Context: an optimization exercise on an open-source flow, tuned for small area. The choices shown serve that exercise and are no tape-out recipe.
Only simulation tests tie the RTL to the original design; equivalence was not proved.
No activity file was given, so power comes from the tool's default toggle rates.

Setup of exp/pepper:
==> flow/design.v (excerpt) <==
module wb_regfile
#(
    parameter int DW   = wb_regfile_pkg::DW_DEFAULT,
    parameter int NREG = 32
) (
    input  logic          clk,
    input  logic          rst,
    input  logic          valid_wb,
    input  logic          RegWriteo_wb,
    input  logic          MemtoRego_wb,
    input  logic          Jumpo_wb,
    input  logic [5:0]    opcodeo_wb,
    input  logic [4:0]    rto_wb,
    input  logic [4:0]    rdo_wb,
    input  logic [DW-1:0] resulto_wb,
    input  logic [DW-1:0] read_datao_wb,
    input  logic [4:0]    rs_addr_id,
    input  logic [4:0]    rt_addr_id,
    output logic [DW-1:0] rs_data_id,
    output logic [DW-1:0] rt_data_id,
    output logic          wb_we,
    output logic [4:0]    wb_dest,
    output logic [DW-1:0] wb_data,
    output logic [31:0]   retired_count
);
export LEC_CHECK = 0
export CAP_MARGIN = 5
export CORE_MARGIN = 2
export CORE_UTILIZATION = 45
export SLEW_MARGIN = 5
export SYNTH_HIERARCHICAL = 1
create_clock -name core_clock -period 6.0 [get_ports {clk}]
standard.sh (not shown) runs the stock make flow with config.mk's settings and CLKGATE_MAP_FILE= SYNTH_SCRIPT=/design/flow/synth_recipe.tcl, a recipe that flattens the netlist after the stock synthesis.
==> flow/flow/run.sh <==
#!/bin/bash
set -euo pipefail
CTS="-sink_clustering_enable -repair_clock_nets -dont_use_dummy_load -buf_list {sky130_fd_sc_hd__clkbuf_8} -sink_clustering_size 18 -sink_clustering_max_diameter 60"
bash standard.sh \
  "BUFFER_PORTS_ARGS=-buffer_cell sky130_fd_sc_hd__buf_1" \
  "CTS_ARGS=$CTS" \
  RECOVER_POWER=100 \
  finish > flow_make.log 2>&1
Although it ran to completion, exp/pepper produced a layout that fails the final checks because of capacitance limit, slew limit.
--- input diff exp/pepper..exp/quartz ---
- swapping 45 for 52 in CORE_UTILIZATION
- swapping 5 for 20 in SLEW_MARGIN
- putting PLACE_DENSITY at 0.7 where nothing was set
- swapping 5 for 20 in CAP_MARGIN
--- a/flow/flow/run.sh
+++ b/flow/flow/run.sh
@@ -5,4 +5,3 @@
   "BUFFER_PORTS_ARGS=-buffer_cell sky130_fd_sc_hd__buf_1" \
   "CTS_ARGS=$CTS" \
-  RECOVER_POWER=100 \
   finish > flow_make.log 2>&1
## What came out
- exp/quartz completed every stage of the flow, and the final layout passed the timing, DRC and antenna checks.
- Worst setup slack is higher on exp/quartz
- exp/quartz improves on exp/pepper in minimum clock period.
- exp/quartz improves on exp/pepper in routed wire length.
- In the metrics for exp/pepper and exp/quartz, the one carrying the higher worst hold slack is exp/quartz.
- Per the comparison of exp/quartz with exp/pepper, share of final layout cell area taken by clock buffers and inverters stayed essentially flat, number of DRC markers after the initial detailed-route iteration lower, fmax climbed about 11%.
- On number of antenna violations at the first check in global routing: between exp/pepper and exp/quartz, it ends up higher for exp/pepper.
- Power, exp/pepper and exp/quartz: higher on exp/pepper
- Looking only at slew of the pin with the lowest slew margin, and setting everything else aside, the lower value of exp/pepper and exp/quartz goes to exp/quartz.
For exp/indigo, these inputs were changed with respect to exp/quartz:
- CORE_UTILIZATION now 45, was 52
- PLACE_DENSITY no longer set, was 0.7
Taking exp/quartz as the reference, in exp/indigo number of antenna violations at the first check in global routing higher; effective utilization at floorplan now smaller; utilization now sits lower; met2 track demand over resource in global routing shows a reduction of 2.1 points. exp/indigo ended with every stage complete and zero timing, DRC or antenna violations. Min share of the cycle needed by the critical path after routing across exp/quartz and exp/indigo: exp/quartz. Between exp/quartz and exp/indigo, the non-clock buffering overhead in the final layout is higher for exp/indigo.
### exp/indigo -> exp/sierra
- setting PLACE_DENSITY to 0.8 for the first time
- changing CORE_UTILIZATION from 45 to 58
==> comparison <==
- Of exp/sierra and exp/indigo, it is exp/sierra that has the lower post-layout minimum cycle time.
- Relative to exp/indigo, final cell utilization of the core has gone up in exp/sierra.
- rt_addr_id[0] as the launch point of the critical path was reported by exp/indigo, and rt_addr_id[1] by exp/sierra.
- Worst setup margin came out higher on exp/sierra than on exp/indigo.
- exp/indigo -> exp/sierra: power decreased slightly
- exp/sierra completed every stage of the flow, and the final layout passed the timing, DRC and antenna checks.
- Per the comparison of exp/sierra with exp/indigo, post-route non-filler standard cell count went down about 6.4%; final area now sits lower; initial core utilization higher.

[separate check: timing with driven ports]
In the flow no input, the clock included, has a driving cell. The finished layouts below were timed again as built, in two steps.
Step 1: set_driving_cell puts a clkbuf_16 on clk and a buf_2 on each other input, an assumption about the parent block.
Step 2 also shifts input and output timing later by t, the mid clock arrival at the registers, as if the neighbouring blocks saw the same clock.
a / b / c = ideal ports / drivers / drivers and shift; a / b = the first two.
run	t (ns)	slack for setup (ns)	hold WS [ns]	slew at the worst register clock pin (ns)
exp/pepper	0.771	0.220 / 0.192 / -0.404	0.547 / 0.547 / 0.547	0.12 / 0.12
exp/quartz	0.767	0.780 / 0.753 / 0.753	0.555 / 0.555 / 0.555	0.11 / 0.11
exp/indigo	0.767	0.665 / 0.642 / 0.642	0.548 / 0.548 / 0.548	0.11 / 0.11
exp/sierra	0.743	0.951 / 0.924 / 0.767	0.541 / 0.541 / 0.541	0.11 / 0.11
The setup slack of exp/pepper, which loses most, moves by -0.028 ns with the drivers and by -0.624 ns with both steps.
